Source: an optimization exercise on an open RTL-to-GDS flow (aim: small area, a short achievable clock period and few clock cycles per item). Production flows keep margins and buffers that such runs may drop.
Function was checked by simulation only, so behaviour that the tests miss may differ from the original.
Power and IR drop assume default switching activity.

==> flow/design.v, too long to show whole: its modules and the start of the top module <==
// module mvuTop: 1076 lines
module mvuTop (
	input logic clk,
	input logic rst,
	input logic wWe,
	input logic [6:0] wAddr,
	input logic [3:0] wData,
	input logic aWe,
	input logic [1:0] aFold,
	input logic [15:0] aData,
	input logic runReq,
	output logic runAck,
	output logic resReq,
	input logic resAck,
	output logic [63:0] resData
);
  // ...
==> flow/run.sh <==
#!/bin/bash
# synth_recipe.tcl (not shown) runs the flow's synth.tcl, then flattens the netlist and writes it again
# the make line also repeats each setting of config.mk as NAME=value (left out here)
make -C /OpenROAD-flow-scripts/flow DESIGN_CONFIG=/design/flow/config.mk WORK_HOME=/design/flow/orfs CLKGATE_MAP_FILE= SYNTH_SCRIPT=/design/flow/synth_recipe.tcl finish
==> flow/config.mk <==
export PLATFORM = sky130hd
export DESIGN_NAME = mvuTop
export DESIGN_NICKNAME = mvuTop
export VERILOG_FILES = /design/flow/design.v
export SDC_FILE = /design/flow/constraint.sdc
export NUM_CORES = 4
export LEC_CHECK = 0
export CAP_MARGIN = 20
export CORE_MARGIN = 2
export CORE_UTILIZATION = 40
export CTS_BUF_LIST = sky130_fd_sc_hd__clkbuf_4 sky130_fd_sc_hd__clkbuf_8
export CTS_CLUSTER_SIZE = 30
export SETUP_SLACK_MARGIN = 3.5
export SLEW_MARGIN = 20
export TNS_END_PERCENT = 100
==> flow/constraint.sdc <==
create_clock -name core_clock -period 6.0 [get_ports {clk}]
set_input_delay 1.2000 -clock core_clock [delete_from_list [all_inputs] [get_ports {clk}]]
set_output_delay 1.2000 -clock core_clock [all_outputs]
set_load 0.01 [all_outputs]
==> out/results.txt, run 1 <==
Status: finished clean
Synthesized area per cell: 13.9 um2
Logic inverters: 301
Wire length per cell: 20.5 um
Top cell category: registers
Postcts setup bufs: 103
Largest family of logic cells by synthesized area: adder cells
Biggest register: wmem
Number of diodes: 1
Sequential power: 7260 uW
Vias after detailed routing: 22763
WL met3: 4520 um
P_clk: 5200 uW
Most frequent cells in the layout: 624 x edfxtp_1, 387 x mux2i_1, 240 x nand2_1
Post-CTS Hold Buffers: 0
Place WS: 1.49 ns
Non-clk bufs: 250
Setup ws final: 2.54 ns
Num sequential: 831
Post-synth top area share: 46.7%
Input/output buffers: 100
Placed cell count: 4192
Hold Startpoint: g1Done
Seq/total area: 47.7%
Worst slew margin: 29.3%
XOR/XNOR Fraction of Synth Area: 0.764%
Fill count: 8496
DP Wirelength: 57800 um
Cell internal pwr: 12100 uW
Ys flop type: edfxtp_1
Max FO, Critical Path: 5
Top flop regs: wmem: 512 flops, act: 64 flops, wsel: 64 flops
Leakage dissipation: 0.0193 uW
Worst slew pin tran: 1.06 ns
Drt pass-1 iters: 5
Capture point of the worst reg-to-reg path: cAcc[2][7]
Die width: 321 um
Post-synthesis register bit count: 831
Worst-path clk slew: 0.06 ns
Hold Crit Depth: 2
CP Buf/Inv Count: 5
CP Capture Point: cAcc[2][7]
Clock share of power: 29.8%
Testbench counts, summed over its fixed seeds: cycles 3,072, runs 256.
==> run 2, diff against run 1 <==
--- a/flow/design.v
+++ b/flow/design.v
@@ -49,19 +49,16 @@
 		Res1,      
 		Done       
 	} state_e;
 	state_e state;
 	logic [3:0] wmem [128];
 	logic [15:0] act [4];
 	logic [3:0] fresh;      
 	logic dirty;            
-	logic wWeQ;             
-	logic [6:0] wAddrQ;
-	logic [3:0] wDataQ;
 	logic start;            
 	logic passing;          
 	logic pg;
 	logic [1:0] cnt;
 	logic lastMac;          
 	logic lastG;            
 	logic g0Done;           
 	logic g1Done;           
@@ -76,28 +73,22 @@
 	logic [AW-1:0] cAcc [4];
 	logic [AW-1:0] sIn [4];
 	logic [AW-1:0] cIn [4];
 	logic [AW-1:0] sNext [4];
 	logic [AW-1:0] cNext [4];
 	logic [AW-1:0] ySum [4];
 	logic [AW-1:0] res [4];
 	always_ff @(posedge clk) begin
-		if (rst) wWeQ <= 1'b0;
-		else wWeQ <= wWe;
-		wAddrQ <= wAddr;
-		wDataQ <= wData;
-	end
-	always_ff @(posedge clk) begin
-		if (wWeQ) wmem[wAddrQ] <= wDataQ;
+		if (wWe) wmem[wAddr] <= wData;
 	end
 	always_ff @(posedge clk) begin
 		if (aWe) act[aFold] <= aData;
 	end
-	assign start = (state == Idle) && runReq && !resAck && !wWeQ;
+	assign start = (state == Idle) && runReq && !resAck;
 	assign endRun = (state == Done) && !runReq;
 	always_comb begin
 		if (aWe) begin
 			ldEn = 1'b1;
 			ldG = 1'b0;
 			ldF = aFold;
 		end else if (start) begin
 			ldEn = 1'b1;
@@ -139,18 +130,17 @@
 			g0Done <= 1'b0;
 			g1Done <= 1'b0;
 			zacc <= 1'b1;
 		end else begin
 			if (aWe) begin
 				fresh[aFold] <= 1'b1;
 				if (fresh[aFold]) dirty <= 1'b1;
 			end
-			if (wWeQ && !wAddrQ[6] && (fresh[wAddrQ[3:2]] || (aWe && aFold == wAddrQ[3:2])))
-				dirty <= 1'b1;
+			if (wWe && !wAddr[6] && fresh[wAddr[3:2]]) dirty <= 1'b1;
 			zacc <= endRun || ((start || passing) && ldF == 2'd0 && !aWe);
 			lastMac <= ldEn && !aWe && ldF == 2'd3;
 			lastG <= ldG;
 			if (start) begin
 				passing <= 1'b1;
 				pg <= ldG;
 				cnt <= 2'd1;
 				g0Done <= !dirty;
==> flow/flow/run.sh (new file) <==
#!/bin/bash
# The standard ORFS layout (standard.sh), with one change: synthesis maps
# adders through ABC instead of extracting them into the platform's full and
# half adder cells (ADDER_MAP_FILE empty). Everything else, including the
# registers synthesis makes, is the standard flow's.
set -euo pipefail
bash standard.sh ADDER_MAP_FILE= synth > synth.log 2>&1
bash standard.sh ADDER_MAP_FILE= finish > layout.log 2>&1
==> flow/standard.sh (new file) <==
#!/bin/bash
# synth_recipe.tcl (not shown) runs the flow's synth.tcl, then flattens the netlist and writes it again
# the make line also repeats each setting of config.mk as NAME=value (left out here)
make -C /OpenROAD-flow-scripts/flow DESIGN_CONFIG=/design/flow/config.mk WORK_HOME=/design/flow/orfs CLKGATE_MAP_FILE= SYNTH_SCRIPT=/design/flow/synth_recipe.tcl "${@:-finish}"
removed: flow/run.sh
==> run 2 against run 1 <==
Against the previous run: non-clock buffer count increased by 113; fmax rose by 23%; area after synthesis down 0.26%; die area fell by 0.26%; sequential share of layout area shrank 2.1 points; worst hold slack lost 0.031 ns; largest cell class unchanged; final area rose by 3.8%; critical path depth is 2 lower; combinational power rose by 32%; core utilization grew 1.9 points.
==> out/results.txt, run 2 <==
Most frequent cells in the layout: 821 x nand2_1, 624 x edfxtp_1, 326 x nand3_1
Total power per unit cell area: 380 nW/um2
Final wirelength: 112000 um
Synth Area in Compound Gates: 4.04%
Crit start category: flop
Final period util: 47.0%
Clock latency (worst-skew pair): 0.81 ns
Syn-to-layout area delta: 24.8%
Final hold vios: 0
Antenna-violating nets left: 0
Layout Nets: 4068
Fill count: 8739 (+2.9%)
Worst VDD drop: 0.000170 V
WL met3: 6350 um (+41%)
Non-filler instance count after layout: 5449
Critical-path cell list: buf_6, buf_6, nand2_4, maj3_4, maj3_2, maj3_2, xnor2_2, xnor2_2, maj3_2, maj3_2
Max FO, Critical Path: 4 (-1)
Slowest-stage cell, CP: dfxtp_4
DP Wirelength: 62700 um (+8.4%)
Die width: 320 um (-0.13%)
Overflow left after global routing: 0
Final GP Congestion: 0.796
Final setup violation count: 0
Syn_nets: 3742
Antenna violations before repair: 4
Multi-input logic area: 18700 um2
Worst slew margin: 35.7% (+6.3 points)
Max layer used: met5
Core Region: 99700 um2
Vias in the first global route: 28021
Syn. warnings: 9
Worst slew pin tran: 0.965 ns (-0.0939 ns)
WP data arrival: 3.50 ns
Largest family of logic cells by synthesized area: simple AND/OR/NAND/NOR gates
Synth area leaders: edfxtp_1 47%, dfxtp_1 9.7%, xnor2_1 8.4%
Critical path type: flop to flop
Placed cell count: 4953 (+18%)
CTS Root Cell: clkbuf_8
Post-synthesis sequential area ratio: 56.5%
CP dominant cell by count: maj3_2
Post-synthesis cell count: 3707
Fmax: 355 MHz
MaxCap Viol Count: 0
Die height: 320 um
Worst hold path type: flop to flop
First-pass GRT wire length: 166000 um
Met1 WL: 47800 um
Wire length per cell: 20.6 um (+0.64%)
CTS tree: yes
Residual DRC count: 0
Worst reg2reg setup slack: 3.18 ns
CP max stage delay: 0.43 ns
Vias after detailed routing: 28558 (+25%)
RSZ-0062 raised after global routing: true
Synth unique cells: 70
Ratio of cells with drive above 1 in the final layout: 28.4%
Io pins: 101
Total Routing Usage GR: 21.1%
Period minus WS final: 2.82 ns
Synth Area in Adders: 5.36%
EDFF count, synth: 624
Synthesized area per cell: 10.8 um2 (-22%)
Vias/cell: 5.24
FFs w/ async S/R, synth: 0%
DR iter-0 viols: 2202
Clock Sinks: 819
Top flop regs: wmem: 512 flops, act: 64 flops, wsel: 64 flops
Leakage dissipation: 0.0181 uW (-6.4%)
Row count: 116
Synth top cells by count: 874 x nand2_1, 624 x edfxtp_1, 386 x xnor2_1
XOR/XNOR Fraction of Synth Area: 13.0% (+12 points)
Sequential Area: 22800 um2
Biggest register: wmem
WL met2: 55000 um
Critical path's top delay family: adder cells
Post-synthesis register bit count: 819 (-1.4%)
Max-slew violations: 0
Critical Path RT: 6.68 ns
Clock Skew: 0.0306 ns
Count leader, synth: nand2_1
Status: finished clean
Setup TNS: 0 ns
Largest net degree at the start of global routing: 83
Mux cell area share after synthesis: 1.01%
Num CTS Buffers: 138
Endpoint class of the critical path: flop
Input/output buffers: 100 (unchanged)
Cell taking the most area after synthesis: edfxtp_1
Post-synth top area share: 46.8% (+0.12 points)
CTS max path bufs: 3
Die area: 103000 um2
Most common cell after layout, fill and taps aside: nand2_1
Max reg flops: 512
Ys flop type: edfxtp_1
Worst-path clk slew: 0.06 ns (about the same)
CP Buf/Inv Count: 2 (-3)
Initial Utilization: 40.2%
Htree depth: 4
Post-Synth Simple-Gate Area: 17.5%
Post-Syn Area: 40000 um2
Post-CTS Hold Buffers: 0 (unchanged)
Drt pass-1 iters: 7 (+2)
[run 2: final cells by class]
class                           count  share of cell area [%]
Inverter                           33                   0.248
Tap cell                         1298                    3.25
Clock buffer                      202                    4.98
Timing Repair Buffer              363                    7.69
Antenna cell                        5                  0.0250
Sequential cell                   819                    45.6
Clock inverter                     51                   0.701
Multi-Input combinational cell   2678                    37.5
[run 2: cell families after synthesis]
| kind of cell | count (synthesis) |
|---|---|
| AO/OA/AOI/OAI | 257 |
| AND/OR/NAND/NOR | 1639 |
| XOR/XNOR | 551 |
| buffers and inverters | 215 |
| multiplexers | 19 |
| adder cells (fa/ha/maj) | 207 |
| flip-flops | 819 |
[run 2: final timing paths]
path / depth (start not counted) / from / endpoint
setup / recovery: 10 / fa[1] / sAcc[3][8]
hold / removal: 2 / runAck / runAck
setup reg to reg: 10 / fa[1] / sAcc[3][8]
hold reg to reg: 2 / runAck / runAck
[run 2: worst min-delay path, delay by kind of cell, from the launching register on]
kind	cells	cell delay (ns)
AO/OA/AOI/OAI	1	0.04
flip-flops	1	0.34
AND/OR/NAND/NOR	1	0.07
[run 2: report_power, final]
part           total (uW)  switching, uW  leakage [uW]  internal (uW)
sequential           7310            589       0.00727           6720
clock                5080           2340       0.00150           2740
combinational        6620           3240       0.00932           3380
[run 2: what timing repair did]
action / in CTS / in global routing
pin swaps: 145 / 172
setup endpoints to repair: 740 / 668
gates resized for setup: 661 / 308
setup buffers: 159 / 48
cloned: 18 / 13
[run 2: per-stage QoR]
step	hold WS, ns	setup WS, ns	total power [uW]	utilization [%]	cell area, um2
detailed placement	0.480	1.81	12500	42.5	42400
global placement	0.469	1.81	12400	42.5	42400
floorplan	0.437	3.17	11500	-	40600
global route	0.532	3.12	20000	50.1	50000
CTS	0.486	3.17	18500	48.2	48000
finish	0.480	3.18	19000	50.1	50000
[run 2: layer usage]
layer  global-route usage, %  up-vias
met4                    7.01        4
li1                        -    13478
met3                    3.71      192
met2                    35.7      915
met1                    27.4    13969
met5                       0        -
Testbench counts of run 2, summed over its fixed seeds: cycles 3,072, runs 256.
==> run 3, diff against run 2 <==
--- a/flow/config.mk
+++ b/flow/config.mk
@@ -5,11 +5,11 @@
 export SDC_FILE = /design/flow/constraint.sdc
 export NUM_CORES = 4
 export LEC_CHECK = 0
-export CAP_MARGIN = 20
+export CAP_MARGIN = 0
 export CORE_MARGIN = 2
 export CORE_UTILIZATION = 40
 export CTS_BUF_LIST = sky130_fd_sc_hd__clkbuf_4 sky130_fd_sc_hd__clkbuf_8
 export CTS_CLUSTER_SIZE = 30
 export SETUP_SLACK_MARGIN = 3.5
-export SLEW_MARGIN = 20
+export SLEW_MARGIN = 0
 export TNS_END_PERCENT = 100
==> run 3 against run 2 <==
Against the previous run: worst hold slack is the same; largest power group unchanged; total power stayed put; core utilization stayed put; count of clock-buffer cells in the layout stayed put; wire length did not move; area after synthesis is the same; still clean on timing, DRC and antenna; global-route usage unchanged; final cell count is the same.
==> out/results.txt, run 3 <==
Die area: 103000 um2 (unchanged)
Post-Synth Simple-Gate Area: 17.5% (unchanged)
Critical Path RT: 6.68 ns (about the same)
Final wirelength: 112000 um (unchanged)
Largest net degree at the start of global routing: 83 (unchanged)
Synth Area in Compound Gates: 4.04% (unchanged)
Syn-to-layout area delta: 24.8% (unchanged)
Syn. warnings: 9 (unchanged)
Max-slew violations: 0 (unchanged)
Crit Reg-Reg Startpoint: fa[1]
Worst-path clk slew: 0.06 ns (about the same)
Clock latency (worst-skew pair): 0.81 ns (about the same)
Seq pwr share: 38.4% (about the same)
MaxCap Viol Count: 0 (unchanged)
Setup ws final: 3.18 ns (unchanged)
CTS max path bufs: 3 (unchanged)
Worst VDD drop: 0.000170 V (unchanged)
Die width: 320 um (unchanged)
Post-synthesis register bit count: 819 (unchanged)
CP Capture Point: sAcc[3][8]
Sequential Area: 22800 um2 (unchanged)
Period minus WS final: 2.82 ns (unchanged)
Crit. path cell count: 10 (unchanged)
Layout Nets: 4068 (unchanged)
Slowest-stage cell, CP: dfxtp_4
Design area: 50000 um2 (unchanged)
Post-synthesis sequential area ratio: 56.5% (unchanged)
CP Buf/Inv Count: 2 (unchanged)
Ratio of cells with drive above 1 in the final layout: 28.4% (unchanged)
Clock share of power: 26.7% (about the same)
Most common cell after layout, fill and taps aside: nand2_1
DP Area: 42400 um2 (unchanged)
Total power per unit cell area: 380 nW/um2 (unchanged)
Endpoint class of the critical path: flop
Critical-path cell list: buf_6, buf_6, nand2_4, maj3_4, maj3_2, maj3_2, xnor2_2, xnor2_2, maj3_2, maj3_2
Io pins: 101 (unchanged)
EDFF count, synth: 624 (unchanged)
Most frequent cells in the layout: 821 x nand2_1, 624 x edfxtp_1, 326 x nand3_1
Setup TNS: 0 ns (unchanged)
Residual DRC count: 0 (unchanged)
Vias in the first global route: 28021 (unchanged)
Count leader, synth: nand2_1
Vias after detailed routing: 28558 (unchanged)
Largest family of logic cells by synthesized area: simple AND/OR/NAND/NOR gates
First-pass GRT wire length: 166000 um (unchanged)
DR iter-0 viols: 2202 (unchanged)
Input/output buffers: 100 (unchanged)
Antenna violations before repair: 4 (unchanged)
FFs w/ async S/R, synth: 0% (unchanged)
Post-synth top area share: 46.8% (unchanged)
WP data arrival: 3.50 ns (about the same)
CTS tree: yes
Synth top cells by count: 874 x nand2_1, 624 x edfxtp_1, 386 x xnor2_1
Synth unique cells: 70 (unchanged)
RSZ-0062 raised after global routing: true
Fmax: 355 MHz (unchanged)
Final setup violation count: 0 (unchanged)
Worst reg2reg setup slack: 3.18 ns (about the same)
DP Wirelength: 62700 um (unchanged)
Synth area leaders: edfxtp_1 47%, dfxtp_1 9.7%, xnor2_1 8.4%
Core Region: 99700 um2 (unchanged)
Initial Utilization: 40.2% (unchanged)
Capture point of the worst reg-to-reg path: sAcc[3][8]
Post-synthesis cell count: 3707 (unchanged)
Wire length per cell: 20.6 um (unchanged)
Critical path's top delay family: adder cells
Worst slew margin: 35.7% (unchanged)
Biggest register: wmem
Cell internal pwr: 12800 uW (unchanged)
Total Routing Usage GR: 21.1% (unchanged)
Crit. Startpoint: fa[1]
Max reg flops: 512 (unchanged)
Final GP Congestion: 0.796 (unchanged)
Htree depth: 4 (unchanged)
Final hold vios: 0 (unchanged)
Num CTS Buffers: 138 (unchanged)
Antenna-violating nets left: 0 (unchanged)
Top flop regs: wmem: 512 flops, act: 64 flops, wsel: 64 flops
Switch share: 32.5% (unchanged)
Row count: 116 (unchanged)
Clock Skew: 0.0306 ns (unchanged)
CP dominant cell by count: maj3_2
Hold Startpoint: runAck
Ys flop type: edfxtp_1
Sw Pwr: 6170 uW (unchanged)
CTS Root Cell: clkbuf_8
Worst slew pin tran: 0.965 ns (unchanged)
Place WS: 1.81 ns (unchanged)
Max FO, Critical Path: 4 (unchanged)
Overflow left after global routing: 0 (unchanged)
Leakage dissipation: 0.0181 uW (unchanged)
Drt pass-1 iters: 7 (unchanged)
Comb pwr share: 34.8% (about the same)
Mux cell area share after synthesis: 1.01% (unchanged)
Critical path type: flop to flop
Vias/cell: 5.24 (unchanged)
Status: finished clean
WHS: 0.480 ns (unchanged)
Worst hold path type: flop to flop
CP max stage delay: 0.43 ns (about the same)
Syn_nets: 3742 (unchanged)
Crit start category: flop
Die height: 320 um (unchanged)
Post-Syn Area: 40000 um2 (unchanged)
Synthesized area per cell: 10.8 um2 (unchanged)
Final period util: 47.0% (unchanged)
XOR/XNOR Fraction of Synth Area: 13.0% (unchanged)
Path depth of the worst reg2reg path: 10 (unchanged)
Cell taking the most area after synthesis: edfxtp_1
Fill count: 8739 (unchanged)
Synth Area in Adders: 5.36% (unchanged)
Multi-input logic area: 18700 um2 (unchanged)
Clock Sinks: 819 (unchanged)
## run 3: cell counts in the layout (fill, tap and decap cells not counted)
No cell type changed its count.
## run 3: logic make-up after synthesis
family          count (synthesis)
compound gates                257
xor+xnor                      551
fa+ha+maj                     207
buf+inv                       215
flops                         819
mux                            19
simple gates                 1639
## run 3: repair_timing
action	4_1_cts	5_1_grt
hold buffers	0	0
endpoints found under the setup margin	740	668
buffers inserted	159	48
cloned	18	13
pin swaps	145	172
gates resized for setup	661	308
## run 3: power by group through the flow
| stage | registers [uW] | logic [uW] | clock network, uW |
|---|---|---|---|
| 5_1_grt | 7360 | 7230 | 5430 |
| 3_5_place_dp | 7380 | 5140 | 0 |
| 4_1_cts | 7270 | 5990 | 5190 |
| 6_report | 7310 | 6620 | 5080 |
| 3_3_place_gp | 7370 | 5070 | 0 |
| 2_1_floorplan | 7160 | 4340 | 0 |
## run 3: worst min path at each step
stage / slack, ns / endpoint / depth (start not counted)
2_1_floorplan: 0.44 / g1Done / 2
3_3_place_gp: 0.47 / g1Done / 2
3_5_place_dp: 0.48 / runAck / 2
4_1_cts: 0.49 / runAck / 2
5_1_grt: 0.53 / g1Done / 2
6_report: 0.48 / runAck / 2
## run 3: cell type report
| cell class | count | share of cell area (%) |
|---|---|---|
| timing repair buffer | 363 | 7.69 |
| tap | 1298 | 3.25 |
| antenna | 5 | 0.0250 |
| multi-input combinational | 2678 | 37.5 |
| sequential | 819 | 45.6 |
| clock inverter | 51 | 0.701 |
| inverter | 33 | 0.248 |
| clock buffer | 202 | 4.98 |
## run 3: metrics by stage
stage	utilization, %	total power [uW]	cells
floorplan	-	11500	3707
global placement	42.5	12400	4953
detailed placement	42.5	12500	4953
CTS	48.2	18500	5383
global route	50.1	20000	5449
finish	50.1	19000	5449
## run 3: per-layer routing
layer / GRT usage, % / wire (um) / part of all wire, %
met5: 0 / 23 / 0.020
met3: 3.71 / 6350 / 5.6
met4: 7.01 / 3250 / 2.9
met1: 27.4 / 47800 / 43
met2: 35.7 / 55000 / 49
## run 3: worst reg2reg max path, delay by kind of cell, from the launching register on
| family | cells | cell delay [ns] |
|---|---|---|
| adders and majority gates | 5 | 1.66 |
| DFF | 1 | 0.43 |
| xor gates and xnor gates | 2 | 0.32 |
| buffers and inverters | 2 | 0.25 |
| and+or+nand+nor | 1 | 0.04 |
==> run 4, diff against run 3 <==
==> flow/config.mk (replaced) <==
export PLATFORM = sky130hd
export DESIGN_NAME = mvuTop
export DESIGN_NICKNAME = mvuTop
export VERILOG_FILES = /design/flow/design.v
export SDC_FILE = /design/flow/constraint.sdc
export NUM_CORES = 4
export LEC_CHECK = 0
export CAP_MARGIN = 20
export CORE_MARGIN = 2
export CORE_UTILIZATION = 40
export CTS_BUF_LIST = sky130_fd_sc_hd__clkbuf_4 sky130_fd_sc_hd__clkbuf_8
export CTS_CLUSTER_SIZE = 30
export SETUP_SLACK_MARGIN = 4.0
export SLEW_MARGIN = 20
export TNS_END_PERCENT = 100
==> run 4 against run 3 <==
Against the previous run: final area rose by 15%; clock power up 4.5%; via count is 9.0% higher; wire length up 21%; largest power group is now combinational cells.
==> out/results.txt, run 4 <==
Status: finished clean
Worst-path clk slew: 0.06 ns (about the same)
Crit start category: flop
DP Wirelength: 63800 um (+1.8%)
EDFF count, synth: 624 (unchanged)
Die height: 320 um (unchanged)
Worst VDD drop: 0.000235 V (+38%)
Post-synthesis register bit count: 819 (unchanged)
CTS max path bufs: 3 (unchanged)
Synth unique cells: 70 (unchanged)
Critical Path RT: 6.69 ns (about the same)
Fmax: 352 MHz (-0.72%)
Place WS: 1.76 ns (-0.0508 ns)
Final setup violation count: 0 (unchanged)
Count leader, synth: nand2_1
Wire length per cell: 24.1 um (+17%)
Hold Startpoint: runAck
Critical path type: flop to flop
Die area: 103000 um2 (unchanged)
Max reg flops: 512 (unchanged)
Row count: 116 (unchanged)
Synth top cells by count: 874 x nand2_1, 624 x edfxtp_1, 386 x xnor2_1
Most frequent cells in the layout: 624 x edfxtp_1, 584 x nand2_1, 289 x xnor2_1
Final hold vios: 0 (unchanged)
Design area: 57600 um2 (+15%)
WP data arrival: 3.53 ns (+0.03 ns)
Synth area leaders: edfxtp_1 47%, dfxtp_1 9.7%, xnor2_1 8.4%
Post-synthesis sequential area ratio: 56.5% (unchanged)
DR iter-0 viols: 2566 (+17%)
Core Region: 99700 um2 (unchanged)
Final GP Congestion: 0.785 (-1.4%)
Clock Skew: 0.0440 ns (+0.0134 ns)
Total Routing Usage GR: 25.3% (+4.2 points)
Period minus WS final: 2.84 ns (+0.0205 ns)
Antenna violations before repair: 5 (+1)
Input/output buffers: 100 (unchanged)
Syn_nets: 3742 (unchanged)
Worst hold path type: flop to flop
Vias/cell: 5.52 (+5.3%)
Post-synthesis cell count: 3707 (unchanged)
Die width: 320 um (unchanged)
Num CTS Buffers: 142 (+2.9%)
Initial Utilization: 40.2% (unchanged)
Most common cell after layout, fill and taps aside: edfxtp_1
First-pass GRT wire length: 194000 um (+17%)
Max FO, Critical Path: 4 (unchanged)
Top flop regs: wmem: 512 flops, act: 64 flops, wsel: 64 flops
CTS tree: yes
Ys flop type: edfxtp_1
Syn. warnings: 9 (unchanged)
Setup ws final: 3.16 ns (-0.0205 ns)
RSZ-0062 raised after global routing: true
Antenna-violating nets left: 0 (unchanged)
DP Area: 43900 um2 (+3.6%)
Clock Sinks: 819 (unchanged)
Post-Syn Area: 40000 um2 (unchanged)
Ratio of cells with drive above 1 in the final layout: 46.2% (+18 points)
Vias after detailed routing: 31124 (+9.0%)
Crit Reg-Reg Startpoint: wsel[48]
Synthesized area per cell: 10.8 um2 (unchanged)
Biggest register: wmem
Setup TNS: 0 ns (unchanged)
Post-synth top area share: 46.8% (unchanged)
Layout Nets: 4258 (+4.7%)
Io pins: 101 (unchanged)
Worst slew margin: 46.3% (+11 points)
End-of-flow core utilization: 57.8% (+7.7 points)
Overflow left after global routing: 0 (unchanged)
Leakage dissipation: 0.0217 uW (+20%)
Fill count: 7755 (-11%)
Cell taking the most area after synthesis: edfxtp_1
MaxCap Viol Count: 0 (unchanged)
Post-CTS Hold Buffers: 0 (unchanged)
Largest net degree at the start of global routing: 95 (+14%)
FFs w/ async S/R, synth: 0% (unchanged)
Htree depth: 4 (unchanged)
CTS Root Cell: clkbuf_8
Total power per unit cell area: 350 nW/um2 (-8.0%)
Max-slew violations: 0 (unchanged)
Syn-to-layout area delta: 43.9%
Final period util: 47.3% (+0.34 points)
Drt pass-1 iters: 6 (-1)
Vias in the first global route: 30540 (+9.0%)
Clock latency (worst-skew pair): 0.83 ns (+0.02 ns)
Endpoint class of the critical path: flop
Crit. Startpoint: wsel[48]
Residual DRC count: 0 (unchanged)
Final wirelength: 136000 um (+21%)
Worst slew pin tran: 0.805 ns (-0.160 ns)
==> run 4: cell types whose count changed in the layout (fill, tap and decap cells not counted), sizes merged, moves of 2 or more <==
cell	previous run	this run
dlymetal6s2s	5	0
buf	322	513
bufbuf	2	7
clkinv	36	30
diode	5	2
clkbuf	216	229
inv	43	38
bufinv	1	3
==> run 4: path summary, 6_finish.rpt <==
check | endpoint | slack, ns | depth (start not counted)
min reg2reg | runAck | 0.48 | 2
min | runAck | 0.48 | 2
max reg2reg | sAcc[3][8] | 3.16 | 8
max | sAcc[3][8] | 3.16 | 8
==> run 4: what timing repair did <==
item / in CTS / in global routing
resized for setup: 1196 / 582
setup endpoints to repair: 919 / 287
pin swaps: 379 / 389
gates cloned: 76 / 14
setup buffers: 264 / 73
==> run 4: power by group <==
group	total (uW)	switching, uW	leakage, uW	internal [uW]
Combinational	7510	3610	0.0128	3900
Clock	5310	2400	0.00156	2910
Sequential	7340	623	0.00727	6720
==> run 4: cells by family (layout without fill, tap and decap cells) <==
kind of cell             count (synthesis)  count (layout)  synth area share, %
flip-flops                             819             819                 56.5
multiplexers                            19              19                 1.01
adder cells (fa/ha/maj)                207             207                 5.36
AO/OA/AOI/OAI                          257             257                 4.04
AND/OR/NAND/NOR                       1639            1642                 17.5
other                                    0               2                    0
XOR/XNOR                               551             551                 13.0
buffers and inverters                  215             844                 2.57
==> run 4: per-layer routing <==
layer	vias up	track usage [%]	wire length (um)
li1	13913	-	-
met1	15287	30.6	50400
met2	1456	42.9	65700
met3	464	5.03	10800
met4	4	12.8	8830
met5	-	0	24
==> run 4: layout make-up <==
cell class              instances  area (um2)  area share (%)
clock inverters                43         324           0.562
repair buffers                551        7480            13.0
clock buffers                 217        2610            4.52
well taps                    1298        1620            2.82
flip-flops and latches        819       22800            39.6
multi-input cells            2676       22700            39.3
diodes                          2        5.00         0.00869
inverters                      33         124           0.215
==> run 4: metrics by stage <==
| stage | hold slack [ns] | total power [uW] | std cells |
|---|---|---|---|
| detailed placement | 0.459 | 12700 | 4950 |
| finish | 0.475 | 20200 | 5639 |
| CTS | 0.477 | 19200 | 5550 |
| global placement | 0.461 | 12600 | 4950 |
| floorplan | 0.437 | 11700 | 3707 |
| global route | 0.521 | 21100 | 5639 |
==> run 4: worst max-delay path, stage by stage, from the launching register on <==
cell	delay, ns
dfxtp_1	0.51
nand2_1	0.18
maj3_4	0.36
maj3_2	0.36
maj3_2	0.35
xnor2_2	0.16
xnor2_2	0.16
maj3_2	0.32
maj3_2	0.29
==> run 5, diff against run 4 <==
--- a/flow/config.mk
+++ b/flow/config.mk
@@ -10,6 +10,6 @@
 export CORE_UTILIZATION = 40
 export CTS_BUF_LIST = sky130_fd_sc_hd__clkbuf_4 sky130_fd_sc_hd__clkbuf_8
 export CTS_CLUSTER_SIZE = 30
-export SETUP_SLACK_MARGIN = 4.0
+export SETUP_SLACK_MARGIN = 3.0
 export SLEW_MARGIN = 20
 export TNS_END_PERCENT = 100
==> run 5 against run 4 <==
Against the previous run: critical path depth down 4; die area did not move; non-clock buffer count is 342 lower; total power down 13%; setup slack got worse by 0.35 ns; area after synthesis unchanged; wire length is 24% lower; largest power group is now sequential cells; count of clock-buffer cells in the layout down 19; critical endpoint is now wmem[4][2]; combinational power shrank 29%; clock power fell by 4.9%.
==> out/results.txt, run 5 <==
Row count: 116 (unchanged)
Most common cell after layout, fill and taps aside: nand2_1
Slowest-stage cell, CP: clkdlybuf4s50_1
Syn. warnings: 9 (unchanged)
Fill count: 9164 (+18%)
Top flop regs: wmem: 512 flops, act: 64 flops, wsel: 64 flops
Die area: 103000 um2 (unchanged)
Fmax: 314 MHz (-11%)
Post-Syn Area: 40000 um2 (unchanged)
Final wirelength: 103000 um (-24%)
Final hold vios: 0 (unchanged)
Clock Sinks: 819 (unchanged)
RSZ-0062 raised after global routing: true
FFs w/ async S/R, synth: 0% (unchanged)
Post-synthesis register bit count: 819 (unchanged)
DR iter-0 viols: 1957 (-24%)
CP Buf/Inv Count: 1 (+1)
Largest net degree at the start of global routing: 129 (+36%)
Overflow left after global routing: 0 (unchanged)
DP Wirelength: 64100 um (+0.43%)
Total power per unit cell area: 380 nW/um2 (+8.5%)
Worst slew margin: 28.7% (-18 points)
Max layer used: met5
Multi-input logic area: 16800 um2 (-26%)
Synth unique cells: 70 (unchanged)
Ratio of cells with drive above 1 in the final layout: 13.3% (-33 points)
Io pins: 101 (unchanged)
WHS: 0.496 ns (+0.0211 ns)
Clock latency (worst-skew pair): 0.81 ns (-0.02 ns)
Initial Utilization: 40.2% (unchanged)
Syn-to-layout area delta: 15.8%
Wire length per cell: 19.5 um (-19%)
Total power: 17600 uW (-13%)
Max-slew violations: 0 (unchanged)
Critical-path cell list: clkdlybuf4s50_1, nor2b_1, nand2_1, nor2_1
Period minus WS final: 3.19 ns (+0.349 ns)
Endpoint class of the critical path: flop
Synthesized area per cell: 10.8 um2 (unchanged)
Most frequent cells in the layout: 869 x nand2_1, 624 x edfxtp_1, 377 x xnor2_1
Input/output buffers: 100 (unchanged)
Setup TNS: 0 ns (unchanged)
Post-CTS Hold Buffers: 0 (unchanged)
Syn_nets: 3742 (unchanged)
CP max stage delay: 0.73 ns (+0.22 ns)
Leakage dissipation: 0.0162 uW (-25%)
Worst hold path type: flop to flop
Clock Skew: 0.0421 ns (-0.00194 ns)
Residual DRC count: 0 (unchanged)
Ys flop type: edfxtp_1
Synth area leaders: edfxtp_1 47%, dfxtp_1 9.7%, xnor2_1 8.4%
Worst VDD drop: 0.000189 V (-19%)
Worst slew pin tran: 1.07 ns (+0.264 ns)
CTS max path bufs: 3 (unchanged)
Post-synthesis cell count: 3707 (unchanged)
Die height: 320 um (unchanged)
Drt pass-1 iters: 5 (-1)
DP Area: 42200 um2 (-3.8%)
Sequential Area: 22700 um2 (-0.44%)
Crit start category: input pin
Final period util: 53.1% (+5.8 points)
Critical path's top delay family: simple AND/OR/NAND/NOR gates
Cell taking the most area after synthesis: edfxtp_1
Critical path type: input pin to flop
Final GP Congestion: 0.803 (+2.4%)
WL met2: 48600 um (-26%)
Num CTS Buffers: 138 (-2.8%)
Core Region: 99700 um2 (unchanged)
MaxCap Viol Count: 0 (unchanged)
Final setup violation count: 0 (unchanged)
First-pass GRT wire length: 156000 um (-19%)
Antenna-violating nets left: 0 (unchanged)
Max reg flops: 512 (unchanged)
Post-synth top area share: 46.8% (unchanged)
CTS tree: yes
EDFF count, synth: 624 (unchanged)
Synth top cells by count: 874 x nand2_1, 624 x edfxtp_1, 386 x xnor2_1
Layout Nets: 3916 (-8.0%)
Count leader, synth: nand2_1
Status: finished clean
CTS Root Cell: clkbuf_8
WL met3: 5350 um (-51%)
Htree depth: 4 (unchanged)
Post-synthesis sequential area ratio: 56.5% (unchanged)
WP data arrival: 3.63 ns (+0.10 ns)
Total Routing Usage GR: 19.7% (-5.6 points)
Worst-path clk slew: 0.06 ns (about the same)
Biggest register: wmem
Vias in the first global route: 26834 (-12%)
Met1 WL: 46500 um (-7.9%)
Max FO, Critical Path: 19 (+15)
Design area: 46400 um2 (-19%)
Vias after detailed routing: 27441 (-12%)
Critical Path RT: 6.44 ns (-0.25 ns)
Die width: 320 um (unchanged)
Antenna violations before repair: 6 (+1)
Vias/cell: 5.18 (-6.1%)
==> run 5: cell counts after synthesis <==
No cell type changed its count.
==> run 5: power breakdown <==
group | switching (uW) | internal [uW] | total (uW)
sequential | 530 | 6700 | 7230
combinational | 2740 | 2590 | 5330
clock | 2310 | 2740 | 5050
==> run 5: what timing repair did <==
item / CTS / global route
buffers inserted: 24 / 33
endpoints found under the setup margin: 294 / 443
cloned: 10 / 6
pin swaps: 6 / 23
gates resized for setup: 92 / 91
==> run 5: path summary, 6_finish.rpt <==
path             from         end  slack [ns]  cells after the start
max          wAddr[0]  wmem[4][2]        2.81                      4
min            runAck      runAck        0.50                      2
max reg2reg     fa[3]  sAcc[3][8]        3.08                     10
min reg2reg    runAck      runAck        0.50                      2
==> run 5: final cells by class <==
| cell class | count | share of cell area [%] |
|---|---|---|
| Sequential cell | 819 | 48.9 |
| Multi-Input combinational cell | 2680 | 36.3 |
| Clock buffer | 198 | 5.21 |
| Timing Repair Buffer | 209 | 4.97 |
| Tap cell | 1298 | 3.50 |
| Clock inverter | 53 | 0.793 |
| Inverter | 33 | 0.267 |
| Antenna cell | 4 | 0.0216 |
==> run 5: cells by family after synthesis <==
family	Yosys count	share of synthesized area [%]
adder cells (fa/ha/maj)	207	5.36
AND/OR/NAND/NOR	1639	17.5
flip-flops	819	56.5
XOR/XNOR	551	13.0
buffers and inverters	215	2.57
AO/OA/AOI/OAI	257	4.04
multiplexers	19	1.01
==> run 5: through the flow <==
stage	std cells	setup WS, ns	utilization, %
after floorplan	3707	3.00	-
after global placement	4966	1.41	42.4
after detailed placement	4966	1.37	42.4
after CTS	5251	2.87	45.8
after global routing	5291	2.74	46.5
final	5294	2.81	46.5
==> run 5: tightest hold or removal path, delay by kind of cell, from the launching register on <==
kind	cells	cell delay (ns)
AOI/OAI and AO/OA	1	0.04
DFF	1	0.34
and+or+nand+nor	1	0.08
==> run 5: routing by layer <==
metal | vias up | track usage (%)
met3 | 157 | 3.30
met4 | 8 | 6.41
met5 | - | 0
li1 | 13167 | -
met2 | 738 | 32.7
met1 | 13371 | 26.4
==> run 6, diff against run 5 <==
--- a/flow/config.mk
+++ b/flow/config.mk
@@ -10,6 +10,7 @@
 export CORE_UTILIZATION = 40
 export CTS_BUF_LIST = sky130_fd_sc_hd__clkbuf_4 sky130_fd_sc_hd__clkbuf_8
 export CTS_CLUSTER_SIZE = 30
-export SETUP_SLACK_MARGIN = 3.0
+export PLACE_DENSITY = 0.75
+export SETUP_SLACK_MARGIN = 3.5
 export SLEW_MARGIN = 20
 export TNS_END_PERCENT = 100
==> run 6 against run 5 <==
Against the previous run: synthesized cell count is the same; final cell count up 3.0%; area after synthesis did not move; total power is 9.2% higher; count of clock-buffer cells in the layout rose by 3; setup slack better by 0.29 ns; still clean on timing, DRC and antenna; wire length grew 2.7%; final area up 7.5%.
==> out/results.txt, run 6 <==
Status: finished clean
Biggest register: wmem
Die height: 320 um (unchanged)
Post-CTS Hold Buffers: 0 (unchanged)
Synth top cells by count: 874 x nand2_1, 624 x edfxtp_1, 386 x xnor2_1
Worst slew pin tran: 1.03 ns (-0.0414 ns)
Antenna-violating nets left: 0 (unchanged)
Drt pass-1 iters: 8 (+3)
Period minus WS final: 2.90 ns (-0.289 ns)
Total power per unit cell area: 386 nW/um2 (+1.5%)
Post-synthesis register bit count: 819 (unchanged)
Cell taking the most area after synthesis: edfxtp_1
Fmax: 345 MHz (+10%)
Max-slew violations: 0 (unchanged)
Input/output buffers: 100 (unchanged)
Layout Nets: 4078 (+4.1%)
Synth unique cells: 70 (unchanged)
Ys flop type: edfxtp_1
Critical Path RT: 6.66 ns (+0.22 ns)
EDFF count, synth: 624 (unchanged)
Core Region: 99700 um2 (unchanged)
Vias in the first global route: 28035 (+4.5%)
Total Routing Usage GR: 19.6% (-0.15 points)
Antenna violations before repair: 5 (-1)
Worst slew margin: 31.4% (+2.7 points)
Final setup violation count: 0 (unchanged)
Final period util: 48.3% (-4.8 points)
Most frequent cells in the layout: 819 x nand2_1, 624 x edfxtp_1, 328 x nand3_1
Post-synthesis cell count: 3707 (unchanged)
Worst VDD drop: 0.000219 V (+16%)
Syn. warnings: 9 (unchanged)
Crit start category: flop
Max reg flops: 512 (unchanged)
Leakage dissipation: 0.0181 uW (+11%)
Critical path type: flop to flop
Top flop regs: wmem: 512 flops, act: 64 flops, wsel: 64 flops
Htree depth: 4 (unchanged)
Non-filler instance count after layout: 5451 (+3.0%)
Post-Syn Area: 40000 um2 (unchanged)
CTS Root Cell: clkbuf_8
Hold Startpoint: runAck
Io pins: 101 (unchanged)
Syn-to-layout area delta: 24.5%
Initial Utilization: 40.2% (unchanged)
Residual DRC count: 0 (unchanged)
Clock Sinks: 819 (unchanged)
Clock Skew: 0.0362 ns (-0.00590 ns)
Final hold vios: 0 (unchanged)
Count leader, synth: nand2_1
Post-synth top area share: 46.8% (unchanged)
Setup TNS: 0 ns (unchanged)
WP data arrival: 3.56 ns (-0.07 ns)
Final GP Congestion: 0.810 (+0.80%)
Syn_nets: 3742 (unchanged)
DP Wirelength: 60500 um (-5.5%)
Crit. Startpoint: fa[7]
Clock latency (worst-skew pair): 0.80 ns (about the same)
Total power: 19200 uW (+9.2%)
Worst hold path type: flop to flop
CTS max path bufs: 3 (unchanged)
Crit Reg-Reg Startpoint: fa[7]
CTS tree: yes
Design area: 49900 um2 (+7.5%)
DP Area: 42400 um2 (+0.36%)
Most common cell after layout, fill and taps aside: nand2_1
FFs w/ async S/R, synth: 0% (unchanged)
MaxCap Viol Count: 0 (unchanged)
Final wirelength: 106000 um (+2.7%)
Placed cell count: 4953 (-0.26%)
Vias/cell: 5.33 (+2.9%)
Die width: 320 um (unchanged)
Largest net degree at the start of global routing: 91 (-29%)
Endpoint class of the critical path: flop
Post-synthesis sequential area ratio: 56.5% (unchanged)
DR iter-0 viols: 2706 (+38%)
WHS: 0.467 ns (-0.0288 ns)
Synthesized area per cell: 10.8 um2 (unchanged)
RSZ-0062 raised after global routing: true
Row count: 116 (unchanged)
Num CTS Buffers: 130 (-5.8%)
Ratio of cells with drive above 1 in the final layout: 29.5% (+16 points)
Vias after detailed routing: 29080 (+6.0%)
Max FO, Critical Path: 8 (-11)
Fill count: 8115 (-11%)
First-pass GRT wire length: 157000 um (+0.74%)
Overflow left after global routing: 0 (unchanged)
Worst-path clk slew: 0.06 ns (about the same)
Die area: 103000 um2 (unchanged)
Synth area leaders: edfxtp_1 47%, dfxtp_1 9.7%, xnor2_1 8.4%
Wire length per cell: 19.4 um (-0.26%)
-- run 6: worst max-delay path, cell delays in order (launching register included) --
cell and delay, ns:
dfxtp_4 0.47, buf_6 0.15, nand2_2 0.07, maj3_2 0.36, maj3_2 0.36, maj3_2 0.38, xnor2_4 0.17, xnor2_4 0.17
maj3_2 0.32, maj3_2 0.29
-- run 6: final timing paths --
| path | end | slack [ns] | cells past startpoint |
|---|---|---|---|
| worst max-delay path | sAcc[3][8] | 3.10 | 9 |
| worst max register to register | sAcc[3][8] | 3.10 | 9 |
| worst min register to register | runAck | 0.47 | 2 |
| worst min-delay path | runAck | 0.47 | 2 |
-- run 6: repair_timing --
action                     in CTS  in global routing
gates resized for setup       682                314
setup buffers                 189                 57
cloned                          9                  1
setup endpoints to repair     731                724
pin swaps                     177                192
-- run 6: logic make-up after synthesis --
logic type / after synthesis / share of synthesized area, %
and+or+nand+nor: 1639 / 17.5
muxes: 19 / 1.01
buffers and inverters: 215 / 2.57
AOI/OAI and AO/OA: 257 / 4.04
xor gates and xnor gates: 551 / 13.0
adders and majority gates: 207 / 5.36
DFF: 819 / 56.5
-- run 6: where the power goes --
part	internal, uW	total, uW	switching (uW)	leakage, uW
registers	6720	7300	586	0.00727
clock network	2790	5010	2220	0.00146
logic	3540	6920	3380	0.00933
-- run 6: area by class of cell --
type	instances	area, um2	share of cell area, %
flip-flops and latches	819	22800	45.7
multi-input cells	2679	19000	38.1
repair buffers	380	3590	7.20
clock buffers	201	2420	4.84
well taps	1298	1620	3.26
clock inverters	38	332	0.665
inverters	33	124	0.248
diodes	3	7.51	0.0151
-- run 6: metrics by stage --
| stage | worst slack (ns) | util (%) |
|---|---|---|
| finish | 3.10 | 50.0 |
| global route | 3.07 | 50.0 |
| CTS | 3.16 | 48.1 |
| detailed placement | 1.74 | 42.5 |
| global placement | 1.87 | 42.5 |
| floorplan | 3.17 | - |
-- run 6: layer usage --
layer	GRT usage [%]	part of all wire [%]	wire length, um
met1	24.0	39	40900
met2	32.7	49	51400
met3	4.24	8.0	8430
met4	9.47	4.8	5120
met5	0	0.022	23
==> run 7, diff against run 6 <==
--- a/flow/config.mk
+++ b/flow/config.mk
@@ -5,12 +5,12 @@
 export SDC_FILE = /design/flow/constraint.sdc
 export NUM_CORES = 4
 export LEC_CHECK = 0
+export ABC_AREA = 1
 export CAP_MARGIN = 20
 export CORE_MARGIN = 2
 export CORE_UTILIZATION = 40
 export CTS_BUF_LIST = sky130_fd_sc_hd__clkbuf_4 sky130_fd_sc_hd__clkbuf_8
 export CTS_CLUSTER_SIZE = 30
-export PLACE_DENSITY = 0.75
 export SETUP_SLACK_MARGIN = 3.5
 export SLEW_MARGIN = 20
 export TNS_END_PERCENT = 100
==> run 7 against run 6 <==
Against the previous run: total power shrank 2.8%; setup slack gained 0.16 ns; sequential power grew 2%; critical path depth shrank 7; non-clock buffer count shrank 187; area after synthesis grew 4.0%; first-iteration DRC count grew 8.1%; count of clock-buffer cells in the layout grew 16.
==> out/results.txt, run 7 <==
Die height: 327 um (+1.9%)
Worst hold path type: flop to flop
Die area: 107000 um2 (+3.9%)
Num CTS Buffers: 138 (+6.2%)
Critical-path cell list: buf_6, buf_6
First-pass GRT wire length: 179000 um (+14%)
Top flop regs: wmem: 512 flops, act: 64 flops, wsel: 64 flops
Core Region: 103000 um2 (+3.6%)
Status: finished clean
Residual DRC count: 0 (unchanged)
Most common cell after layout, fill and taps aside: nand2_1
Drt pass-1 iters: 8 (unchanged)
Row count: 118 (+1.7%)
Vias after detailed routing: 34660 (+19%)
Input/output buffers: 100 (unchanged)
Crit start category: flop
Setup TNS: 0 ns (unchanged)
Ys flop type: edfxtp_1
Slowest-stage cell, CP: edfxtp_1
Period minus WS final: 2.73 ns (-0.164 ns)
Total power per unit cell area: 384 nW/um2 (-0.36%)
CTS Root Cell: clkbuf_8
Worst VDD drop: 0.000258 V (+18%)
Vias/cell: 5.17 (-3.1%)
Clock latency (worst-skew pair): 0.87 ns (+0.07 ns)
Biggest register: wmem
CTS tree: yes
Total Routing Usage GR: 21.5% (+1.9 points)
WHS: 0.469 ns (+0.00129 ns)
Synthesized area per cell: 8.23 um2 (-24%)
Clock Sinks: 819 (unchanged)
CP max stage delay: 0.44 ns (-0.03 ns)
EDFF count, synth: 624 (unchanged)
Initial Utilization: 40.3% (+0.13 points)
Endpoint class of the critical path: output pin
Leakage dissipation: 0.0209 uW (+16%)
Htree depth: 4 (unchanged)
Clock Skew: 0.0608 ns (+0.0246 ns)
Overflow left after global routing: 0 (unchanged)
CTS max path bufs: 3 (unchanged)
CP Buf/Inv Count: 2 (+1)
Antenna-violating nets left: 0 (unchanged)
Post-synth top area share: 45.0% (-1.8 points)
Syn-to-layout area delta: 16.8%
Synth unique cells: 52 (-26%)
Count leader, synth: nand2_1
Die width: 327 um (+1.9%)
FFs w/ async S/R, synth: 0% (unchanged)
Wire length per cell: 18.1 um (-6.6%)
Critical path's top delay family: flip-flops
Worst-path clk slew: 0.06 ns (about the same)
WP data arrival: 1.53 ns (-2.03 ns)
MaxCap Viol Count: 0 (unchanged)
Ratio of cells with drive above 1 in the final layout: 14.5% (-15 points)
Fmax: 366 MHz (+6.0%)
CP dominant cell by count: buf_6
Worst slew pin tran: 1.06 ns (+0.0274 ns)
Critical path type: flop to output pin
Post-synthesis sequential area ratio: 54.4% (-2.2 points)
Cell taking the most area after synthesis: edfxtp_1
Worst reg2reg setup slack: 3.70 ns (+0.60 ns)
Largest net degree at the start of global routing: 130 (+43%)
Synth top cells by count: 1708 x nand2_1, 676 x nor2_1, 624 x edfxtp_1
Post-synthesis cell count: 5057 (+36%)
Final wirelength: 122000 um (+15%)
DP Wirelength: 73300 um (+21%)
Final hold vios: 0 (unchanged)
Syn_nets: 5092 (+36%)
Vias in the first global route: 32115 (+15%)
Syn. warnings: 9 (unchanged)
Synth area leaders: edfxtp_1 45%, nand2_1 15%, dfxtp_1 9.4%
Max reg flops: 512 (unchanged)
Antenna violations before repair: 1 (-4)
Final period util: 45.6% (-2.7 points)
Post-Syn Area: 41600 um2 (+4.0%)
Max-slew violations: 0 (unchanged)
DR iter-0 viols: 2925 (+8.1%)
Final GP Congestion: 0.856 (+5.7%)
Io pins: 101 (unchanged)
Final setup violation count: 0 (unchanged)
Most frequent cells in the layout: 1667 x nand2_1, 624 x edfxtp_1, 539 x nor2_1
Layout Nets: 5250 (+29%)
Post-synthesis register bit count: 819 (unchanged)
RSZ-0062 raised after global routing: true
Worst slew margin: 29.6% (-1.8 points)
Critical Path RT: 4.80 ns (-1.86 ns)
Max FO, Critical Path: 4 (-4)
-- run 7: cell count changes after synthesis, moves of 56 or more --
cell / delta
o22ai_1: +82
or2_2: +70
inv_1: +357
nand2_1: +834
o211ai_1: +59
o21ai_0: +169
nor2_1: +418
maj3_2: -56
maj3_1: -150
xnor2_1: -350
-- run 7: cell families (layout without fill, tap and decap cells) --
logic type             after synthesis  count (layout)  share of synthesized area (%)
AO/OA/AOI/OAI                      589             589                           8.16
XOR/XNOR                           144             144                           3.08
buffers and inverters              577             843                           5.75
flip-flops                         819             819                           54.4
other                                0               2                              0
AND/OR/NAND/NOR                   2928            2931                           28.6
-- run 7: routing by layer --
metal | up-vias | track usage (%) | wire [um]
met3 | 202 | 3.19 | 7900
met1 | 16272 | 28.6 | 52700
met4 | 0 | 7.00 | 2970
met5 | - | 0 | 0
li1 | 17084 | - | -
met2 | 1102 | 36.1 | 58100
-- run 7: path summary, 6_finish.rpt --
kind | from | end | cells past startpoint
min reg2reg | runAck | runAck | 1
min | runAck | runAck | 1
max reg2reg | wsel[11] | cAcc[0][6] | 15
max | res[0][11] | resData[15] | 2
-- run 7: what timing repair did --
action / in CTS / in global routing
pin swaps: 3 / 13
gates cloned: 16 / 12
hold buffers: 0 / 0
buffers inserted: 19 / 21
resized for setup: 493 / 175
endpoints found under the setup margin: 771 / 564
-- run 7: area by class of cell --
| type | instances | area [um2] |
|---|---|---|
| clock inverter | 34 | 241 |
| timing repair buffer | 193 | 2200 |
| multi-input combinational | 3664 | 17600 |
| fill | 9727 | 54700 |
| timing repair inverter | 6 | 52.6 |
| antenna | 2 | 5.00 |
| tap | 1380 | 1730 |
| inverter | 393 | 1580 |
| clock buffer | 217 | 2600 |
| sequential | 819 | 22700 |
-- run 7: power by group --
group | internal [uW] | total [uW] | switching [uW]
sequential | 6910 | 7440 | 535
combinational | 2180 | 6140 | 3960
clock | 2810 | 5110 | 2300
-- run 7: worst reg2reg max path, stage by stage, from the launching register on --
cell	delay [ns]
dfxtp_1	0.58
nand2_1	0.15
o21ai_1	0.37
nand2_1	0.10
nand2_1	0.15
inv_1	0.07
nand2_1	0.13
nand3_1	0.08
nand2_1	0.10
inv_1	0.05
nand2_2	0.10
nand2_1	0.06
nand2_1	0.09
nand2_1	0.06
nand2_1	0.05
nand2_1	0.04
-- run 7: per-stage QoR --
stage / std cells / cell area [um2] / setup slack, ns / util, % / total power [uW]
3_5_place_dp: 6387 / 43900 / 1.58 / 42.5 / 13400
6_report: 6708 / 48700 / 3.27 / 47.1 / 18700
3_3_place_gp: 6387 / 43900 / 1.66 / 42.5 / 13200
5_1_grt: 6707 / 48600 / 3.19 / 47.1 / 19900
2_1_floorplan: 5057 / 41900 / 3.32 / - / 11800
4_1_cts: 6673 / 47600 / 3.19 / 46.1 / 18600
==> run 8, diff against run 7 <==
--- a/flow/config.mk
+++ b/flow/config.mk
@@ -11,6 +11,6 @@
 export CORE_UTILIZATION = 40
 export CTS_BUF_LIST = sky130_fd_sc_hd__clkbuf_4 sky130_fd_sc_hd__clkbuf_8
 export CTS_CLUSTER_SIZE = 30
-export SETUP_SLACK_MARGIN = 3.5
+export SETUP_SLACK_MARGIN = 4.0
 export SLEW_MARGIN = 20
 export TNS_END_PERCENT = 100
==> run 8 against run 7 <==
Against the previous run: non-clock buffer count rose by 399; still clean on timing, DRC and antenna; first-iteration DRC count rose by 24%; largest cell class is now multi-input combinational cells; die area stayed put; final area up 26%; final cell count increased by 6.3%; largest power group is now combinational cells; total power increased by 22%.
==> out/results.txt, run 8 <==
Status: finished clean
Core Region: 103000 um2 (unchanged)
Cell internal pwr: 14100 uW (+18%)
Hold Startpoint: runAck
Crit start category: flop
Worst slew margin: 25.0% (-4.6 points)
Post-synth top area share: 45.0% (unchanged)
Design area: 61400 um2 (+26%)
Switch share: 38.5% (+2.1 points)
Die height: 327 um (unchanged)
Max FO, Critical Path: 4 (unchanged)
FFs w/ async S/R, synth: 0% (unchanged)
Worst VDD drop: 0.000219 V (-15%)
Post-Syn Area: 41600 um2 (unchanged)
Routing usage on met2: 46.0% (+10 points)
Endpoint class of the critical path: output pin
Synth unique cells: 52 (unchanged)
Capture point of the worst reg-to-reg path: fa[15]
Clock share of power: 24.6% (-2.7 points)
Post-CTS Hold Buffers: 0 (unchanged)
DP Wirelength: 73800 um (+0.72%)
Hold Crit Depth: 1 (unchanged)
Fill count: 8201 (-16%)
Final setup violation count: 0 (unchanged)
First-pass GRT wire length: 223000 um (+24%)
Leakage dissipation: 0.0257 uW (+23%)
Clock latency (worst-skew pair): 0.88 ns (about the same)
Die area: 107000 um2 (unchanged)
Layout Nets: 5665 (+7.9%)
Most Used Layer, Global Route: met2
Input/output buffers: 100 (unchanged)
Place WS: 1.55 ns (-0.0279 ns)
Total Routing Usage GR: 27.9% (+6.4 points)
Num CTS Buffers: 140 (+1.4%)
End-of-flow core utilization: 59.4% (+12 points)
Residual DRC count: 0 (unchanged)
Drt pass-1 iters: 7 (-1)
Vias in the first global route: 36235 (+13%)
Cell taking the most area after synthesis: edfxtp_1
Fmax: 360 MHz (-1.6%)
Row count: 118 (unchanged)
Wire length per cell: 22.7 um (+25%)
WP data arrival: 1.58 ns (+0.05 ns)
CTS max path bufs: 3 (unchanged)
Most common cell after layout, fill and taps aside: nand2_1
Worst slew pin tran: 1.12 ns (+0.0694 ns)
Clock Skew: 0.0436 ns (-0.0171 ns)
MaxCap Viol Count: 0 (unchanged)
CP max stage delay: 0.43 ns (about the same)
Synth area leaders: edfxtp_1 45%, nand2_1 15%, dfxtp_1 9.4%
Most frequent cells in the layout: 1097 x nand2_1, 624 x edfxtp_1, 491 x nand2_2
Final period util: 46.3% (+0.74 points)
CP dominant cell by count: buf_6
Max-slew violations: 0 (unchanged)
Path depth of the worst reg2reg path: 20 (+5)
Post-synthesis cell count: 5057 (unchanged)
Htree depth: 4 (unchanged)
Syn-to-layout area delta: 47.4%
Final GP Congestion: 0.841 (-1.7%)
Critical-path cell list: buf_6, buf_6
Vias/cell: 5.51 (+6.7%)
Total power: 22800 uW (+22%)
Max reg flops: 512 (unchanged)
EDFF count, synth: 624 (unchanged)
Overflow left after global routing: 0 (unchanged)
Sequential Area: 22800 um2 (+0.52%)
WHS Endpoint: runAck
Post-synthesis register bit count: 819 (unchanged)
Initial Utilization: 40.3% (unchanged)
Worst-path clk slew: 0.06 ns (about the same)
Setup TNS: 0 ns (unchanged)
Ys flop type: edfxtp_1
Final hold vios: 0 (unchanged)
Antenna violations before repair: 4 (+3)
Sw Pwr: 8790 uW (+29%)
Synthesized area per cell: 8.23 um2 (unchanged)
Top flop regs: wmem: 512 flops, act: 64 flops, wsel: 64 flops
Crit Reg-Reg Startpoint: state[0]
Total power per unit cell area: 372 nW/um2 (-3.1%)
Slowest-stage cell, CP: edfxtp_1
Ratio of cells with drive above 1 in the final layout: 41.4% (+27 points)
Period minus WS final: 2.78 ns (+0.0446 ns)
Biggest register: wmem
DR iter-0 viols: 3631 (+24%)
Syn. warnings: 9 (unchanged)
Critical path type: flop to output pin
Worst reg2reg setup slack: 3.31 ns (-0.39 ns)
Critical Path RT: 4.80 ns (about the same)
CTS tree: yes
Synth top cells by count: 1708 x nand2_1, 676 x nor2_1, 624 x edfxtp_1
Worst hold path type: flop to flop
Seq pwr share: 33.1% (-6.7 points)
Die width: 327 um (unchanged)
Largest net degree at the start of global routing: 129 (-0.77%)
Met3 usage: 5.51% (+2.3 points)
CTS Root Cell: clkbuf_8
Clock Sinks: 819 (unchanged)
DP Area: 45200 um2 (+3.0%)
Final wirelength: 162000 um (+33%)
Io pins: 101 (unchanged)
Post-synthesis sequential area ratio: 54.4% (unchanged)
Vias after detailed routing: 39320 (+13%)
Syn_nets: 5092 (unchanged)
Count leader, synth: nand2_1
Multi-input logic area: 23200 um2 (+32%)
Antenna-violating nets left: 0 (unchanged)
Comb pwr share: 42.3% (+9.5 points)
RSZ-0062 raised after global routing: true
Met1 Track Usage GR: 33.9% (+5.3 points)
Setup ws final: 3.22 ns (-0.0446 ns)
run 8: kinds of logic (layout without fill, tap and decap cells):
group                     count (synthesis)  count (layout)  synth area share [%]
AOI/OAI and AO/OA                       589             589                  8.16
xor gates and xnor gates                144             144                  3.08
buffers and inverters                   577            1263                  5.75
DFF                                     819             819                  54.4
other                                     0               2                     0
and+or+nand+nor                        2928            2933                  28.6
run 8: power groups by stage:
stage	Sequential [uW]	Clock, uW	Combinational (uW)
floorplan	7380	0	4460
global placement	7560	0	5750
detailed placement	7570	0	5860
CTS	7480	5620	8010
global route	7590	5900	10400
finish	7560	5620	9660
run 8: repair_timing:
item	in CTS	in global routing
endpoints found under the setup margin	892	516
setup buffers	236	120
resized for setup	1431	957
gates cloned	118	11
pin swaps	390	506
run 8: final cells by class:
cell class	instances	area share, %
clock buffers	201	4.07
flip-flops and latches	819	37.1
clock inverters	59	0.992
repair buffers	592	14.0
multi-input cells	3666	37.9
well taps	1380	2.81
inverters	393	2.65
repair inverters	18	0.495
diodes	2	0.00815
run 8: how the worst max path moves through the flow:
stage                           from          end  slack, ns  depth (start not counted)
after floorplan               resAck    res[0][0]       3.32                          5
after global placement        resAck     wsel[39]       1.63                         11
after detailed placement      resAck     wsel[38]       1.55                         11
after CTS                 res[0][11]  resData[15]       3.16                          2
after global routing      res[0][11]  resData[13]       3.19                          2
final                     res[0][11]  resData[12]       3.22                          2
run 8: stage by stage:
stage                     std cells  hold slack [ns]
after floorplan                5057            0.466
after global placement         6383            0.448
after detailed placement       6383            0.455
after CTS                      6997            0.472
after global routing           7129            0.493
final                          7130            0.468
run 8: layer usage:
metal / vias to the layer above / share of wire [%] / wire length (um)
met5: - / 0.0080 / 13
met4: 2 / 7.3 / 11900
met3: 626 / 8.9 / 14400
met2: 1891 / 48 / 76900
met1: 18785 / 36 / 58700
li1: 18016 / - / -
run 8: critical path: cells and delay by family (launching register included):
kind,cells,cell delay (ns)
flops,1,0.43
buf+inv,2,0.27

-- static timing again, ports no longer ideal --
No port has a modelled driver above. Below, the same layouts with a new extraction and two added sets of constraints.
Step 1 (the two cells are an assumption about what drives the block):
set clk [get_ports {clk}]
set_driving_cell -lib_cell sky130_fd_sc_hd__clkbuf_16 $clk
set_driving_cell -lib_cell sky130_fd_sc_hd__buf_2 [delete_from_list [all_inputs] $clk]
Step 2 moves the port delays by t, midway between the first and last clock arrival at a register: inputs arrive t later, outputs are due t later. That takes back most of the time a late clock gives input paths.
Slacks: ideal ports / drivers / drivers and shift; pairs: ideal ports / drivers.
| run | t (ns) | setup WS [ns] | hold WS [ns] | worst setup path after step 2 | cell pins on the clock port's net |
|---|---|---|---|---|---|
| run 1 | 0.843 | 2.538 / 2.538 / 2.538 | 0.511 / 0.511 / 0.511 | register to register | 1 |
| run 2 | 0.854 | 3.183 / 3.183 / 2.606 | 0.480 / 0.480 / 0.480 | input to register | 1 |
| run 3 | 0.854 | 3.183 / 3.183 / 2.606 | 0.480 / 0.480 / 0.480 | input to register | 1 |
| run 4 | 0.893 | 3.162 / 3.162 / 2.672 | 0.475 / 0.475 / 0.475 | input to register | 1 |
| run 5 | 0.851 | 2.813 / 2.812 / 1.960 | 0.496 / 0.496 / 0.496 | input to register | 1 |
| run 6 | 0.851 | 3.103 / 3.103 / 2.575 | 0.467 / 0.467 / 0.467 | input to register | 1 |
| run 7 | 0.907 | 3.267 / 3.195 / 2.534 | 0.469 / 0.469 / 0.469 | input to register | 1 |
| run 8 | 0.918 | 3.222 / 3.153 / 2.410 | 0.468 / 0.468 / 0.468 | input to register | 1 |
After both steps every run listed still meets setup and hold. The setup slack of run 5, which loses most, moves by -0.001 ns with the drivers and by -0.853 ns with both steps.
